What follows belongs to an exercise in optimizing a design on an open flow for small area and a short achievable clock period; a production flow would make more cautious choices. No activity file was given, so power comes from the tool's default toggle rates.

==> v2 <==
Design cpu_alu, start of the top module:
module cpu_alu #(
    parameter int WIDTH = pkg_cpu_alu::ALU_WIDTH
) (
    input  logic             clk,
    input  logic             rst,
    input  logic             in_valid,
    input  logic [WIDTH-1:0] a,
    input  logic [WIDTH-1:0] b,
    input  logic [3:0]       oper,
    input  logic [3:0]       flags_in,
    output logic             out_valid,
    output logic [WIDTH-1:0] result,
    output logic [3:0]       flags_out
);
==> flow/config.mk <==
export PLATFORM = sky130hd
export DESIGN_NAME = cpu_alu
export DESIGN_NICKNAME = cpu_alu
export VERILOG_FILES = /design/flow/design.v
export SDC_FILE = /design/flow/constraint.sdc
export NUM_CORES = 4
export LEC_CHECK = 0
export CAP_MARGIN = 20
export CORE_MARGIN = 2
export CORE_UTILIZATION = 40
export SETUP_SLACK_MARGIN = 3
export SLEW_MARGIN = 20
export SYNTH_HIERARCHICAL = 1
==> flow/constraint.sdc <==
create_clock -name core_clock -period 11.0 [get_ports {clk}]
set_input_delay 2.2000 -clock core_clock [delete_from_list [all_inputs] [get_ports {clk}]]
set_output_delay 2.2000 -clock core_clock [all_outputs]
set_load 0.01 [all_outputs]
run.sh (not shown) runs the stock make flow with config.mk's settings and CLKGATE_MAP_FILE= SYNTH_SCRIPT=/design/flow/synth_recipe.tcl, a recipe that flattens the netlist after the stock synthesis.
==> inputs of v26, as changes to v2 <==
Settings changed: SETUP_SLACK_MARGIN 3 to 5.
==> inputs of v12, as changes to v2 <==
--- a/flow/design.v
+++ b/flow/design.v
@@ -86,16 +86,17 @@
     logic             w_invb;
     logic [WIDTH-1:0] w_add_x;
     logic [WIDTH-1:0] w_add_y;
     logic             w_add_cin;
     logic [WIDTH-1:0] w_row0;
     logic [WIDTH-1:0] w_row1;
     logic [WIDTH-1:0] w_sum;
     logic             w_cout;
+    logic             w_c31;
     logic             w_sum_zero;
     logic             w_add_v;
     logic [WIDTH-1:0] w_sh_result;
     logic             w_sh_c;
     logic [WIDTH-1:0] w_other;
     logic [WIDTH-1:0] w_result;
     logic [3:0]       w_flags;
     logic [15:0]      bone;
@@ -103,42 +104,35 @@
     logic [15:0]      bneg;
     logic             r_valid;
     logic [WIDTH-1:0] r_result;
     logic [3:0]       r_flags;
     assign w_mul   = (oper == OP_MUL);
     assign w_arith = (oper <= OP_RSB);
     assign w_rsb   = (oper == OP_RSB);
     assign w_invb  = (oper == OP_SUB) || (oper == OP_SBC);
-    always_comb begin
-        w_add_x   = '0;
-        w_add_y   = '0;
-        w_add_cin = 1'b0;
-        if (w_arith) begin
-            w_add_x   = w_rsb ? b : a;
-            w_add_y   = w_rsb ? ~a : (w_invb ? ~b : b);
-            w_add_cin = (oper == OP_SUB) || w_rsb || (oper[0] && flags_in[FLAG_C]);
-        end
-    end
-    cpu_alu_benc u_benc0 (.i_mul(w_mul), .i_b({b[1], b[0], 1'b0}), .o_one(bone[0]), .o_two(btwo[0]), .o_neg(bneg[0]));
-    cpu_alu_benc u_benc1 (.i_mul(w_mul), .i_b({b[3], b[2], b[1]}), .o_one(bone[1]), .o_two(btwo[1]), .o_neg(bneg[1]));
-    cpu_alu_benc u_benc2 (.i_mul(w_mul), .i_b({b[5], b[4], b[3]}), .o_one(bone[2]), .o_two(btwo[2]), .o_neg(bneg[2]));
-    cpu_alu_benc u_benc3 (.i_mul(w_mul), .i_b({b[7], b[6], b[5]}), .o_one(bone[3]), .o_two(btwo[3]), .o_neg(bneg[3]));
-    cpu_alu_benc u_benc4 (.i_mul(w_mul), .i_b({b[9], b[8], b[7]}), .o_one(bone[4]), .o_two(btwo[4]), .o_neg(bneg[4]));
-    cpu_alu_benc u_benc5 (.i_mul(w_mul), .i_b({b[11], b[10], b[9]}), .o_one(bone[5]), .o_two(btwo[5]), .o_neg(bneg[5]));
-    cpu_alu_benc u_benc6 (.i_mul(w_mul), .i_b({b[13], b[12], b[11]}), .o_one(bone[6]), .o_two(btwo[6]), .o_neg(bneg[6]));
-    cpu_alu_benc u_benc7 (.i_mul(w_mul), .i_b({b[15], b[14], b[13]}), .o_one(bone[7]), .o_two(btwo[7]), .o_neg(bneg[7]));
-    cpu_alu_benc u_benc8 (.i_mul(w_mul), .i_b({b[17], b[16], b[15]}), .o_one(bone[8]), .o_two(btwo[8]), .o_neg(bneg[8]));
-    cpu_alu_benc u_benc9 (.i_mul(w_mul), .i_b({b[19], b[18], b[17]}), .o_one(bone[9]), .o_two(btwo[9]), .o_neg(bneg[9]));
-    cpu_alu_benc u_benc10 (.i_mul(w_mul), .i_b({b[21], b[20], b[19]}), .o_one(bone[10]), .o_two(btwo[10]), .o_neg(bneg[10]));
-    cpu_alu_benc u_benc11 (.i_mul(w_mul), .i_b({b[23], b[22], b[21]}), .o_one(bone[11]), .o_two(btwo[11]), .o_neg(bneg[11]));
-    cpu_alu_benc u_benc12 (.i_mul(w_mul), .i_b({b[25], b[24], b[23]}), .o_one(bone[12]), .o_two(btwo[12]), .o_neg(bneg[12]));
-    cpu_alu_benc u_benc13 (.i_mul(w_mul), .i_b({b[27], b[26], b[25]}), .o_one(bone[13]), .o_two(btwo[13]), .o_neg(bneg[13]));
-    cpu_alu_benc u_benc14 (.i_mul(w_mul), .i_b({b[29], b[28], b[27]}), .o_one(bone[14]), .o_two(btwo[14]), .o_neg(bneg[14]));
-    cpu_alu_benc u_benc15 (.i_mul(w_mul), .i_b({b[31], b[30], b[29]}), .o_one(bone[15]), .o_two(btwo[15]), .o_neg(bneg[15]));
+    assign w_add_x   = a ^ {WIDTH{w_rsb}};
+    assign w_add_y   = b ^ {WIDTH{w_invb}};
+    assign w_add_cin = (oper == OP_SUB) || w_rsb || (oper[0] && flags_in[FLAG_C]);
+    cpu_alu_benc u_benc0 (.i_b({b[1], b[0], 1'b0}), .o_one(bone[0]), .o_two(btwo[0]), .o_neg(bneg[0]));
+    cpu_alu_benc u_benc1 (.i_b({b[3], b[2], b[1]}), .o_one(bone[1]), .o_two(btwo[1]), .o_neg(bneg[1]));
+    cpu_alu_benc u_benc2 (.i_b({b[5], b[4], b[3]}), .o_one(bone[2]), .o_two(btwo[2]), .o_neg(bneg[2]));
+    cpu_alu_benc u_benc3 (.i_b({b[7], b[6], b[5]}), .o_one(bone[3]), .o_two(btwo[3]), .o_neg(bneg[3]));
+    cpu_alu_benc u_benc4 (.i_b({b[9], b[8], b[7]}), .o_one(bone[4]), .o_two(btwo[4]), .o_neg(bneg[4]));
+    cpu_alu_benc u_benc5 (.i_b({b[11], b[10], b[9]}), .o_one(bone[5]), .o_two(btwo[5]), .o_neg(bneg[5]));
+    cpu_alu_benc u_benc6 (.i_b({b[13], b[12], b[11]}), .o_one(bone[6]), .o_two(btwo[6]), .o_neg(bneg[6]));
+    cpu_alu_benc u_benc7 (.i_b({b[15], b[14], b[13]}), .o_one(bone[7]), .o_two(btwo[7]), .o_neg(bneg[7]));
+    cpu_alu_benc u_benc8 (.i_b({b[17], b[16], b[15]}), .o_one(bone[8]), .o_two(btwo[8]), .o_neg(bneg[8]));
+    cpu_alu_benc u_benc9 (.i_b({b[19], b[18], b[17]}), .o_one(bone[9]), .o_two(btwo[9]), .o_neg(bneg[9]));
+    cpu_alu_benc u_benc10 (.i_b({b[21], b[20], b[19]}), .o_one(bone[10]), .o_two(btwo[10]), .o_neg(bneg[10]));
+    cpu_alu_benc u_benc11 (.i_b({b[23], b[22], b[21]}), .o_one(bone[11]), .o_two(btwo[11]), .o_neg(bneg[11]));
+    cpu_alu_benc u_benc12 (.i_b({b[25], b[24], b[23]}), .o_one(bone[12]), .o_two(btwo[12]), .o_neg(bneg[12]));
+    cpu_alu_benc u_benc13 (.i_b({b[27], b[26], b[25]}), .o_one(bone[13]), .o_two(btwo[13]), .o_neg(bneg[13]));
+    cpu_alu_benc u_benc14 (.i_b({b[29], b[28], b[27]}), .o_one(bone[14]), .o_two(btwo[14]), .o_neg(bneg[14]));
+    cpu_alu_benc u_benc15 (.i_b({b[31], b[30], b[29]}), .o_one(bone[15]), .o_two(btwo[15]), .o_neg(bneg[15]));
     logic [31:0] pp0;
     cpu_alu_bpp #(.N(32)) u_bpp0 (.i_a(a[31:0]), .i_one(bone[0]), .i_two(btwo[0]), .i_neg(bneg[0]), .o_pp(pp0));
     logic [29:0] pp1;
     cpu_alu_bpp #(.N(30)) u_bpp1 (.i_a(a[29:0]), .i_one(bone[1]), .i_two(btwo[1]), .i_neg(bneg[1]), .o_pp(pp1));
     logic [27:0] pp2;
     cpu_alu_bpp #(.N(28)) u_bpp2 (.i_a(a[27:0]), .i_one(bone[2]), .i_two(btwo[2]), .i_neg(bneg[2]), .o_pp(pp2));
     logic [25:0] pp3;
     cpu_alu_bpp #(.N(26)) u_bpp3 (.i_a(a[25:0]), .i_one(bone[3]), .i_two(btwo[3]), .i_neg(bneg[3]), .o_pp(pp3));
@@ -884,24 +878,25 @@
     cpu_alu_fa u_fa205 (.i_a(fs147), .i_b(fc176), .i_c(fs177), .o_s(fs205), .o_c(fc205));
     cpu_alu_fa u_fa206 (.i_a(fs149), .i_b(fc177), .i_c(fs178), .o_s(fs206), .o_c(fc206));
     cpu_alu_fa u_fa207 (.i_a(fs151), .i_b(fc178), .i_c(fs179), .o_s(fs207), .o_c(fc207));
     cpu_alu_fa u_fa208 (.i_a(fs153), .i_b(fc179), .i_c(fs180), .o_s(fs208), .o_c(fc208));
     cpu_alu_fa u_fa209 (.i_a(fs155), .i_b(fc180), .i_c(fs181), .o_s(fs209), .o_c(fc209));
     assign w_row0 = {fc208, fc207, fc206, fc205, fc204, fc203, fc202, fc201, fc200, fc199, fc198, fc197, fc196, fc195, fc194, fc193, fc192, fc191, fc190, fc189, fc188, fc187, fc186, fc185, fc184, fc183, fc182, hc29, hc28, pp1[0], pp0[1], bneg[0]};
     assign w_row1 = {fs209, fs208, fs207, fs206, fs205, fs204, fs203, fs202, fs201, fs200, fs199, fs198, fs197, fs196, fs195, fs194, fs193, fs192, fs191, fs190, fs189, fs188, fs187, fs186, fs185, fs184, fs183, fs182, hs29, hs28, 1'b0, pp0[0]};
     cpu_alu_cpa u_cpa (
-        .i_x    (w_row0 | w_add_x),
-        .i_y    (w_row1 | w_add_y),
-        .i_cin  (w_add_cin),
+        .i_x    (w_mul ? w_row0 : w_add_x),
+        .i_y    (w_mul ? w_row1 : w_add_y),
+        .i_cin  (w_add_cin && !w_mul),
         .o_sum  (w_sum),
         .o_cout (w_cout),
+        .o_c31  (w_c31),
         .o_zero (w_sum_zero)
     );
-    assign w_add_v = (w_add_x[WIDTH-1] == w_add_y[WIDTH-1]) && (w_sum[WIDTH-1] != w_add_x[WIDTH-1]);
+    assign w_add_v = (w_add_x[WIDTH-1] == w_add_y[WIDTH-1]) && (w_c31 != w_add_x[WIDTH-1]);
     cpu_alu_shifter u_shifter (
         .i_a      (a),
         .i_b      (b),
         .i_op     (oper),
         .i_c      (flags_in[FLAG_C]),
         .o_result (w_sh_result),
         .o_c      (w_sh_c)
     );
@@ -932,25 +927,24 @@
         r_result <= w_result;
         r_flags  <= w_flags;
     end
     assign out_valid = r_valid;
     assign result    = r_result;
     assign flags_out = r_flags;
 endmodule
 module cpu_alu_benc (
-    input  logic       i_mul,
     input  logic [2:0] i_b,
     output logic       o_one,
     output logic       o_two,
     output logic       o_neg
 );
-    assign o_one = i_mul & (i_b[1] ^ i_b[0]);
-    assign o_two = i_mul & ((i_b[2] & ~i_b[1] & ~i_b[0]) | (~i_b[2] & i_b[1] & i_b[0]));
-    assign o_neg = i_mul & i_b[2];
+    assign o_one = i_b[1] ^ i_b[0];
+    assign o_two = (i_b[2] & ~i_b[1] & ~i_b[0]) | (~i_b[2] & i_b[1] & i_b[0]);
+    assign o_neg = i_b[2];
 endmodule
 module cpu_alu_bpp #(
     parameter int N = 32
 ) (
     input  logic [N-1:0] i_a,
     input  logic         i_one,
     input  logic         i_two,
     input  logic         i_neg,
@@ -978,16 +972,17 @@
     assign o_c = i_a & i_b;
 endmodule
 module cpu_alu_cpa (
     input  logic [31:0] i_x,
     input  logic [31:0] i_y,
     input  logic        i_cin,
     output logic [31:0] o_sum,
     output logic        o_cout,
+    output logic        o_c31,
     output logic        o_zero
 );
     logic [31:0] g;
     logic [31:0] p;
     logic [31:0] c;
     assign g = (i_x & i_y) | {31'd0, (i_x[0] | i_y[0]) & i_cin};
     assign p = i_x ^ i_y;
     logic pg0, pp0;
@@ -1228,10 +1223,11 @@
     assign pg78 = pg62 | (pp62 & pg55);
     assign pp78 = pp62 & pp55;
     logic pg79, pp79;
     assign pg79 = pg63 | (pp63 & pg55);
     assign pp79 = pp63 & pp55;
     assign c = {pg79, pg78, pg77, pg76, pg75, pg74, pg73, pg72, pg71, pg70, pg69, pg68, pg67, pg66, pg65, pg64, pg55, pg54, pg53, pg52, pg51, pg50, pg49, pg48, pg35, pg34, pg33, pg32, pg17, pg16, pg0, g[0]};
     assign o_sum  = p ^ {c[30:0], i_cin};
     assign o_cout = c[31];
+    assign o_c31  = c[30];
     assign o_zero = ~|((i_x ^ i_y) ^ {i_x[30:0] | i_y[30:0], i_cin});
 endmodule
==> notes <==
Clock-buffer cell count is the same in v26 and v2.
Of v2 and v26, v26 has the higher total power (gap 4.5%, measured against v26).
Hold slack: v2 > v26 > v12.
Between v2 and v26, the lower combinational power is in v2 (gap about 5%, measured against v26).
==> figures <==
item                                                  v26       v12       v2
Status                           timing/DRC/antenna clean  timing/DRC/antenna clean  timing/DRC/antenna clean
Via count of the first global-routing pass         19,600    20,000   19,400
Ant diodes                                              1         0        0
Gp weighted congestion                              0.969      1.00    0.952
Timing-limited maximum frequency                  115 MHz   126 MHz  115 MHz
Final period demand of the worst path             8.71 ns   7.95 ns  8.70 ns
Met2 routing resource usage after global routing    49.7%     49.3%    49.1%
RSZ-0062 raised after global routing                  yes        no      yes
Transition time of the tightest slew-check pin    1.24 ns  0.858 ns  1.23 ns
Largest stage delay, worst path                   0.68 ns   0.61 ns  0.59 ns
No run of this note included a check of the RTL's function; only the layout flow was run.

separate check: timing with driven ports:
The flow's constraints put no driver on any port. The routed layouts listed below were extracted and timed again, unchanged, in two steps.
Step 1, drivers: a clkbuf_16 drives clk and a buf_2 each remaining input, both assumed.
Step 2 times the ports against the registers' clock, not the clock port: input delays grow and output delays shrink by t, the midpoint of the rising clock arrivals with the driver on.
Slacks: ideal ports / drivers / drivers and shift; pairs: ideal ports / drivers.
| run | t (ns) | slack for setup (ns) | clock arrival spread, ns | worst data-port slew with drivers (ns) |
|---|---|---|---|---|
| v2 | 0.322 | 2.300 / 2.295 / 1.973 | 0.004 / 0.004 | 0.06 |
| v26 | 0.320 | 2.292 / 2.301 / 1.981 | 0.008 / 0.008 | 0.05 |
| v12 | 0.339 | 3.055 / 2.908 / 2.569 | 0.005 / 0.005 | 0.27 |
After both steps setup and hold are still met in every run listed. For v12, which loses most, drivers alone change the setup slack by -0.147 ns; drivers and shift together by -0.486 ns.
